This is an optimization exercise on Yosys and OpenROAD, whose aim is small area, a short achievable clock period and few clock cycles, not a production implementation.
In this exercise RTL edits were held to simulation tests only and were not proved equivalent to the original.
No activity file was given, so power comes from the tool's default toggle rates.

==> flow/design.v (outline; a module is shown in full before it is edited, if it fits) <==
// module mandel_sq_tree: 1534 lines
// module mandel_booth_tree: 1754 lines
// module mandel_step_sums: 1261 lines
// module mandel_ring: 141 lines
// module mandel_iterator: 60 lines
// module palette_lut: 22 lines
// module pixel_walker: 51 lines
// module apb_regs: 159 lines
// module mandel_top: 53 lines
module mandel_top (
	input  wire                    clk,
	input  wire                    rst,
	input  wire                    psel,
	input  wire                    penable,
	input  wire                    pwrite,
	input  mandel_pkg::apb_addr_t  paddr,
	input  mandel_pkg::word_t      pwdata,
	output mandel_pkg::word_t      prdata,
	output logic                   pready,
	output logic                   pslverr,
	output logic                   pix_valid,
	output mandel_pkg::pix_addr_t  pix_addr,
	output mandel_pkg::iter_t      pix_iter,
	output mandel_pkg::color_t     pix_color
);
  // ...
==> flow/flow/run.sh <==
#!/bin/bash
# The standard layout (the standard.sh: its synthesis, floorplan, power
# grid, placement, clock tree and routing), with two changes in how it is
# optimised; the clock period and the constraints stay the design's:
# - the port buffers that global placement adds are buf_4 cells rather than
#   the default delay-buffer cell, which is slow on every input and output
# - timing repair after clock-tree synthesis and global routing works the
#   worst paths down towards 5.5 ns instead of stopping once the 22 ns clock
#   is met (a setup margin of 16.5 ns)
set -euo pipefail
export BUFFER_PORTS_ARGS="-buffer_cell sky130_fd_sc_hd__buf_4"
export SETUP_SLACK_MARGIN=16.5
bash standard.sh finish > layout.log 2>&1
==> flow/standard.sh <==
#!/bin/bash
# synth_recipe.tcl (not shown) runs the flow's synth.tcl, then flattens the netlist and writes it again
# the make line also repeats each setting of config.mk as NAME=value (left out here)
make -C /OpenROAD-flow-scripts/flow DESIGN_CONFIG=/design/flow/config.mk WORK_HOME=/design/flow/orfs CLKGATE_MAP_FILE= SYNTH_SCRIPT=/design/flow/synth_recipe.tcl "${@:-finish}"
==> flow/config.mk <==
export PLATFORM = sky130hd
export DESIGN_NAME = mandel_top
export DESIGN_NICKNAME = mandel_top
export VERILOG_FILES = /design/flow/design.v
export SDC_FILE = /design/flow/constraint.sdc
export NUM_CORES = 4
export LEC_CHECK = 0
export CAP_MARGIN = 20
export CORE_MARGIN = 2
export CORE_UTILIZATION = 60
export CTS_CLUSTER_DIAMETER = 100
export CTS_CLUSTER_SIZE = 30
export PLACE_DENSITY = 0.7
export SLEW_MARGIN = 20
==> flow/constraint.sdc <==
create_clock -name core_clock -period 22.0 [get_ports {clk}]
set_input_delay 4.4000 -clock core_clock [delete_from_list [all_inputs] [get_ports {clk}]]
set_output_delay 4.4000 -clock core_clock [all_outputs]
set_load 0.01 [all_outputs]
==> results.json, run 1 <==
{
  "drive_above_1_share_pct": 6.90,
  "top_regs": "i_regs.cycles (32), i_regs.prdata (32)",
  "register_area_sq_um": 30100,
  "synth_common_cells": "inv_1 (2,794), fa_1 (1,846), dfxtp_1 (1,185), nand2_1 (1,019), and2_1 (848)",
  "crit_path_start": "i_iter.res_valid",
  "firstDrtPassIters": 7,
  "seq_share_pct": 22.8,
  "synthDistinctLibCells": 81,
  "yosys.area_share.adder_pct": 36.8,
  "top_layer_used": "met5",
  "fin_hold_ws_ns": 0.299,
  "cts_root_buffer": "clkbuf_16",
  "synthCells": 13200,
  "worstSetupStartpointType": "register",
  "rows": 168,
  "wl_met1_mm": 139,
  "diodes": 4,
  "area_dominant_class": "multi-input combinational cells",
  "cts_num_sinks": 1394,
  "hold-path-cell-count": 0,
  "seq_power_w": 0.00258,
  "synth_xor_area_share_pct": 7.40,
  "hold_viol": 0,
  "outcome": "no timing/DRC/antenna violations",
  "synthSimpleGateAreaFrac_pct": 10.3,
  "postLayoutCoreUtil_pct": 63.1,
  "crit_type": "reg -> out",
  "dp_slack_ns": 15.59,
  "drt_iter0_drc": 8365,
  "nonClockBufferCount": 348,
  "synth-edff-count": 192,
  "crit_required_ns": 17.60,
  "syn_nets": 15847,
  "viasPerCell": 5.82,
  "yosysWarnings": 5,
  "grt_max_degree": 82,
  "die-area_sq_um": 214000,
  "crit_family": "flip-flops",
  "ys_top_cells_by_area": "fa_1 (29%), dfxtp_1 (19%), inv_1 (8.3%)",
  "maxCapViolCount": 0,
  "syn_to_final_growth_pct": 4.59
}
Testbench counts, summed over its fixed seeds: cycles 339,082.
==> run 2, diff against run 1 <==
--- a/flow/config.mk
+++ b/flow/config.mk
@@ -8,7 +8,7 @@
 export CAP_MARGIN = 20
 export CORE_MARGIN = 2
-export CORE_UTILIZATION = 60
+export CORE_UTILIZATION = 70
 export CTS_CLUSTER_DIAMETER = 100
 export CTS_CLUSTER_SIZE = 30
-export PLACE_DENSITY = 0.7
+export PLACE_DENSITY = 0.8
 export SLEW_MARGIN = 20
==> run 2 against run 1 <==
Net effect:
- power down 1.4%
- final cell count down 3.0%
- clock skew down 0.010 ns
- global-route usage up 4.9 points
- sequential power about the same
- synthesized cell count unchanged
- worst hold slack worse by 0.011 ns
- sequential cell count unchanged
- clock power down 4%
- via count up 1.2%
- largest cell class unchanged
==> results.json, run 2 <==
{
  "outcome": "no timing/DRC/antenna violations",
  "synthDistinctLibCells": 81,
  "overflow": 0,
  "synthCells": 13200,
  "fp.dieW_um": 429,
  "fp.coreArea_sq_um": 179000,
  "crit_type": "reg -> out",
  "hold-path-cell-count": 0,
  "yosysWarnings": 5,
  "fillers": 12619,
  "ir_drop_uv": 68.9,
  "vias": 92015,
  "final_cell_mix": "inv_1 (2,794), fa_1 (1,846), dfxtp_1 (1,037), nand2_1 (1,017), and2_1 (847)",
  "worst-path-buf-inv": 1,
  "dp_hpwl_mm": 244,
  "postSynth.asyncResetShare_pct": 1.22,
  "routedWlPerCell_um": 22.9,
  "io_pins": 117,
  "place.port_buffers": 110,
  "tightest_slew_ns": 1.18,
  "layout_commonest_cell": "inv_1",
  "clkLatencyLatePin_ns": 0.79,
  "drive_above_1_share_pct": 6.73,
  "max_stage_delay_ns": 0.41,
  "h-tree-depth": 2,
  "cp_num_cells": 1,
  "setup_slack_ns": 16.28,
  "worst-r2r-setup-slack_ns": 16.51,
  "top_regs": "i_regs.cycles (32), i_regs.prdata (32)",
  "antenna_found_initial": 12,
  "p_sw_share_pct": 21.7,
  "grt_max_degree": 92,
  "crit_family": "flip-flops",
  "cts.path.max_buffers": 3,
  "hold_end": "i_iter.i_ring1.ci2[21]",
  "hold_viol": 0,
  "skew_ns": 0.0838,
  "seq_area_frac_synth_pct": 23.7,
  "avgSynthCellArea_sq_um": 9.57,
  "timing.rr.end": "i_iter.i_ring0.ri2c",
  "first_global_vias": 99205,
  "ys_ff_latch": 1394,
  "switching_power_w": 0.000855,
  "cts_tree": "yes",
  "synth-edff-count": 192,
  "cts.clk_slew.worst_paths_ns": 0.12,
  "fin_hold_ws_ns": 0.287,
  "rsz0062_at_grt": "yes",
  "finalCritPeriodShare_pct": 26.0,
  "drc": 0,
  "dp_slack_ns": 15.36,
  "firstDrtPassIters": 12,
  "maxCapViolCount": 0,
  "cts_made_buffers": 56,
  "hp-start": "i_iter.i_ring1.ci1[21]",
  "powerDensity_nw_per_um2": 30.0,
  "worstSetupStartpointType": "register",
  "fmax_mhz": 175,
  "syn_area_sq_um": 126000,
  "rows": 155,
  "min_period_ns": 5.72,
  "path_cells": "buf_6",
  "final.setup.tns_ns": 0,
  "worstSetupEndpointType": "output port",
  "dpl.cell_count": 15049,
  "cp.arrival_ns": 1.32,
  "ant_nets": 0,
  "syn_nets": 15847,
  "hold_class": "reg -> reg",
  "grt_use_total_pct": 38.2,
  "p_leak_nw": 61.6,
  "synthFlopType": "dfxtp_1",
  "synth_most_common_cell": "inv_1",
  "crit_fanout": 1,
  "syn_to_final_growth_pct": 3.93,
  "rr_worst_depth": 17,
  "gp_congestion": 0.959,
  "clockPowerShare_pct": 34.1,
  "cp_slowest_cell": "dfrtp_1",
  "yosysTopAreaCell": "fa_1",
  "setup_viol": 0,
  "share_comb_of_total_power_pct": 0.5,
  "ys_top_cells_by_area": "fa_1 (29%), dfxtp_1 (19%), inv_1 (8.3%)",
  "p_int_w": 0.00308,
  "synth_common_cells": "inv_1 (2,794), fa_1 (1,846), dfxtp_1 (1,185), nand2_1 (1,019), and2_1 (848)",
  "die-area_sq_um": 184000,
  "timing.rr.start": "i_iter.i_ring0.zr1[14]",
  "nets": 15408,
  "drt_iter0_drc": 9214,
  "layout.cells.non_filler": 15155,
  "grt_pass1_wl_mm": 549,
  "cts_num_sinks": 1394,
  "die_h_um": 429,
  "slew_violations": 0,
  "slew_headroom_pct": 21.3,
  "crit_required_ns": 17.60,
  "viasPerCell": 6.07,
  "synth_top_area_share_pct": 29.3,
  "pwr-share-seq_pct": 65.5,
  "routed_wirelength_mm": 347,
  "cts_root_buffer": "clkbuf_16",
  "initial_core_util_pct": 70.6
}
run 2: changes by cell type in the layout (fill, tap and decap cells not counted), moves of 3 or more:
cell	previous run	this run
clkbuf_16	60	57
o21ai_0	308	312
a21boi_1	2	5
diode_2	4	8
a211oi_2	0	3
a21boi_2	4	0
a211oi_1	48	44
buf_6	88	79
buf_4	247	252
run 2: worst max-delay path by stage:
stage / start / to
floorplan: paddr[3] / i_regs.prdata[1]
global placement: i_iter.i_ring0.rr2b[23] / i_iter.i_ring0.two1[5]
detailed placement: i_iter.i_ring0.rr2b[23] / i_iter.i_ring0.two1[5]
CTS: i_iter.res_valid / pix_valid
global route: i_iter.res_valid / pix_valid
finish: i_iter.res_valid / pix_valid
run 2: power groups by stage:
stage                     sequential (W)  clock, W  combinational (W)
final                            0.00258   0.00134          0.0000189
after floorplan                  0.00263         0         0.00000403
after CTS                        0.00258   0.00135          0.0000181
after global placement           0.00263         0          0.0000172
after detailed placement         0.00263         0          0.0000177
after global routing             0.00258   0.00143          0.0000193
run 2: per-layer routing:
metal / GRT usage (%) / part of all wire, % / vias up
met5: 0.0781 / 0.016 / -
met4: 18.0 / 5.9 / 8
met3: 9.14 / 12 / 1374
met2: 61.3 / 45 / 5498
met1: 49.1 / 37 / 45475
li1: - / - / 39660
run 2: final cells by class:
type / count / area (sq um) / area share [%]
Tap cell: 2355 / 2950 / 2.25
Clock inverter: 15 / 263 / 0.200
Timing Repair Buffer: 338 / 2920 / 2.23
Antenna cell: 8 / 20.0 / 0.0153
Multi-Input combinational cell: 8173 / 83000 / 63.2
Sequential cell: 1394 / 30100 / 23.0
Clock buffer: 74 / 1480 / 1.13
Inverter: 2798 / 10500 / 8.00
run 2: logic make-up (layout without fill, tap and decap cells):
group | Yosys count | count (layout) | synth area share [%]
other | 1 | 9 | 0.00297
DFF | 1394 | 1394 | 23.7
muxes | 256 | 258 | 2.26
xor gates and xnor gates | 1065 | 1065 | 7.40
AOI/OAI and AO/OA | 1646 | 1646 | 8.80
adders and majority gates | 2603 | 2603 | 36.8
and+or+nand+nor | 2600 | 2600 | 10.3
buffers and inverters | 3635 | 3225 | 10.8
run 2: through the flow:
step / total power [W] / utilization [%] / area (sq um)
after floorplan: 0.00264 / - / 126000
after global placement: 0.00265 / 72.0 / 129000
after detailed placement: 0.00265 / 72.0 / 129000
after CTS: 0.00394 / 73.3 / 131000
after global routing: 0.00403 / 73.4 / 131000
final: 0.00393 / 73.4 / 131000
run 2: what timing repair did:
action                                 4_1_cts  5_1_grt
cloned                                       2        1
pin swaps                                    3        0
setup endpoints to repair                  437      216
endpoints found under the hold margin        0        0
buffers inserted                             6        0
gates resized for setup                    157       45
hold buffers                                 0        0
==> run 3, diff against run 2 <==
--- a/flow/config.mk
+++ b/flow/config.mk
@@ -9,6 +9,4 @@
 export CORE_MARGIN = 2
 export CORE_UTILIZATION = 70
-export CTS_CLUSTER_DIAMETER = 100
-export CTS_CLUSTER_SIZE = 30
 export PLACE_DENSITY = 0.8
 export SLEW_MARGIN = 20
==> run 3 against run 2 <==
Net effect:
- routed wire length is 2.3% higher
- sequential share of layout area down 0.61 points
- sequential power is essentially flat
- utilization rose by 2.0 points
- clock skew decreased by 0.025 ns
- sequential cell count unchanged
- power increased by 35%
- die area unchanged
- first-iteration DRC count grew 3.2%
- critical endpoint unchanged
- largest cell class unchanged
- largest power group is now the clock network
- highest routed layer unchanged
==> results.json, run 3 <==
{
  "top_regs": "i_regs.cycles (32), i_regs.prdata (32)",
  "syn_to_final_growth_pct": 6.75,
  "skew_ns": 0.0589,
  "setup_slack_ns": 16.25,
  "synthFlopType": "dfxtp_1",
  "postSynth.asyncResetShare_pct": 1.22,
  "fp.dieW_um": 429,
  "syn_nets": 15847,
  "place.port_buffers": 110,
  "drc": 0,
  "routedWlPerCell_um": 23.2,
  "hold_viol": 0,
  "avgSynthCellArea_sq_um": 9.57,
  "rows": 155,
  "fin_hold_ws_ns": 0.298,
  "p_leak_nw": 63.3,
  "fin_area_sq_um": 135000,
  "synth_common_cells": "inv_1 (2,794), fa_1 (1,846), dfxtp_1 (1,185), nand2_1 (1,019), and2_1 (848)",
  "dp_hpwl_mm": 244,
  "gp_congestion": 0.959,
  "worstSetupStartpointType": "register",
  "seq_area_frac_synth_pct": 23.7,
  "ys_ff_latch": 1394,
  "powerDensity_nw_per_um2": 39.3,
  "cts_tree": "yes",
  "ant_nets": 0,
  "finalCritPeriodShare_pct": 26.1,
  "first_global_vias": 101227,
  "maxCapViolCount": 0,
  "synth_top_area_share_pct": 29.3,
  "synthDistinctLibCells": 81,
  "ir_drop_uv": 81.7,
  "routed_wirelength_mm": 356,
  "yosysTopAreaCell": "fa_1",
  "cts_num_sinks": 1394,
  "grt_use_total_pct": 39.3,
  "cts.path.max_buffers": 3,
  "dpl.cell_count": 15049,
  "cts_hold_buf": 0,
  "worst-path-buf-inv": 1,
  "synthCells": 13200,
  "rsz0062_at_grt": "yes",
  "drive_above_1_share_pct": 7.96,
  "nets": 15495,
  "vias": 93493,
  "syn_area_sq_um": 126000,
  "crit_fanout": 1,
  "max_stage_delay_ns": 0.39,
  "cts.clk_slew.worst_paths_ns": 0.06,
  "crit_required_ns": 17.60,
  "layout_commonest_cell": "inv_1",
  "grt_max_degree": 92,
  "cts_made_buffers": 144,
  "layout.cells.non_filler": 15326,
  "worstSetupEndpointType": "output port",
  "min_period_ns": 5.75,
  "fmax_mhz": 174,
  "io_pins": 117,
  "crit_type": "reg -> out",
  "clkLatencyLatePin_ns": 0.84,
  "setup_viol": 0,
  "slew_headroom_pct": 23.1,
  "synth-edff-count": 192,
  "final.setup.tns_ns": 0,
  "tightest_slew_ns": 1.15,
  "final_cell_mix": "inv_1 (2,794), fa_1 (1,846), dfxtp_1 (1,038), nand2_1 (1,017), and2_1 (847)",
  "h-tree-depth": 4,
  "drt_iter0_drc": 9513,
  "fillers": 11958,
  "crit_family": "flip-flops",
  "grt_pass1_wl_mm": 561,
  "ys_top_cells_by_area": "fa_1 (29%), dfxtp_1 (19%), inv_1 (8.3%)",
  "die-area_sq_um": 184000,
  "place_area_sq_um": 129000,
  "die_h_um": 429,
  "outcome": "no timing/DRC/antenna violations",
  "path_cells": "buf_6",
  "cp.arrival_ns": 1.35,
  "firstDrtPassIters": 12,
  "cts_root_buffer": "clkbuf_16",
  "initial_core_util_pct": 70.6,
  "hold_class": "reg -> reg",
  "fp.coreArea_sq_um": 179000,
  "slew_violations": 0,
  "synth_most_common_cell": "inv_1",
  "dp_slack_ns": 15.36,
  "yosysWarnings": 5,
  "viasPerCell": 6.10,
  "cp_slowest_cell": "dfrtp_1",
  "antenna_found_initial": 5,
  "overflow": 0
}
run 3: cell counts after synthesis:
No cell type changed its count.
run 3: worst paths after layout:
path	startpoint	end	slack, ns	cells past startpoint
max in group asynchronous	rst	i_regs.frame_start	17.64	2
worst min-delay path	i_iter.i_ring0.cr1[19]	i_iter.i_ring0.cr2[19]	0.30	0
worst max-delay path	i_iter.res_valid	pix_valid	16.25	1
worst max register to register	i_iter.i_ring0.zr1[14]	i_iter.i_ring0.ri2c	16.45	17
worst min register to register	i_iter.i_ring0.cr1[19]	i_iter.i_ring0.cr2[19]	0.30	0
min in group asynchronous	rst	i_iter.res_valid	3.75	2
run 3: timing repair:
item                                    4_1_cts  5_1_grt
setup buffers                                 3        3
pin swaps                                     2        1
endpoints found under the setup margin      432      234
gates cloned                                  2        0
hold endpoints to repair                      0        0
resized for setup                           159       46
run 3: cell families after synthesis:
group	synth area share, %
XOR/XNOR	7.40
multiplexers	2.26
buffers and inverters	10.8
adder cells (fa/ha/maj)	36.8
flip-flops	23.7
other	0.00297
AO/OA/AOI/OAI	8.80
AND/OR/NAND/NOR	10.3
run 3: layout make-up:
type,count,area (sq um),share of cell area [%]
clock inverters,77,1270,0.942
clock buffers,190,4050,3.01
diodes,2,5.00,0.00371
multi-input cells,8173,83000,61.6
repair buffers,337,2900,2.15
well taps,2355,2950,2.19
inverters,2798,10500,7.79
flip-flops and latches,1394,30100,22.3
run 3: metal layers:
layer / part of all wire (%) / track usage, %
met3: 12 / 10.5
met4: 6.7 / 21.9
met2: 45 / 62.1
met5: 0.033 / 0.286
met1: 36 / 49.0
run 3: stage by stage:
| step | total power, W | utilization (%) |
|---|---|---|
| 6_report | 0.00529 | 75.4 |
| 5_1_grt | 0.00541 | 75.4 |
| 4_1_cts | 0.00531 | 75.3 |
| 3_5_place_dp | 0.00265 | 72.0 |
| 3_3_place_gp | 0.00265 | 72.0 |
| 2_1_floorplan | 0.00264 | - |
run 3: power by group:
part | internal (W) | switching (W)
registers | 0.00258 | 0.000000572
clock network | 0.00157 | 0.00112
logic | 0.00000667 | 0.0000124

==> afterwards: timing with drivers on the ports <==
The results above use ideal ports. As a check the final layouts listed here were re-extracted and re-timed, cells and wires unchanged.
Step 1 assumes that a clkbuf_16 drives the clock port and a buf_2 every other input.
Step 2 times the ports against the registers' clock, not the clock port: input delays grow and output delays shrink by t, the midpoint of the rising clock arrivals with the driver on.
Three values: no drivers, after step 1, after step 2; two values: the first two.
| run | t, ns | slack for setup (ns) | hold WS [ns] | worst slew at a driven data input, ns |
|---|---|---|---|---|
| run 1 | 0.845 | 16.197 / 16.105 / 15.840 | 0.299 / 0.299 / 0.299 | 0.10 |
| run 2 | 0.846 | 16.280 / 16.186 / 15.694 | 0.287 / 0.287 / 0.287 | 0.09 |
| run 3 | 0.901 | 16.255 / 16.169 / 15.622 | 0.298 / 0.298 / 0.298 | 0.08 |
After both steps every run listed still meets setup and hold. For run 3, which loses most, drivers alone change the setup slack by -0.086 ns; drivers and shift together by -0.633 ns.
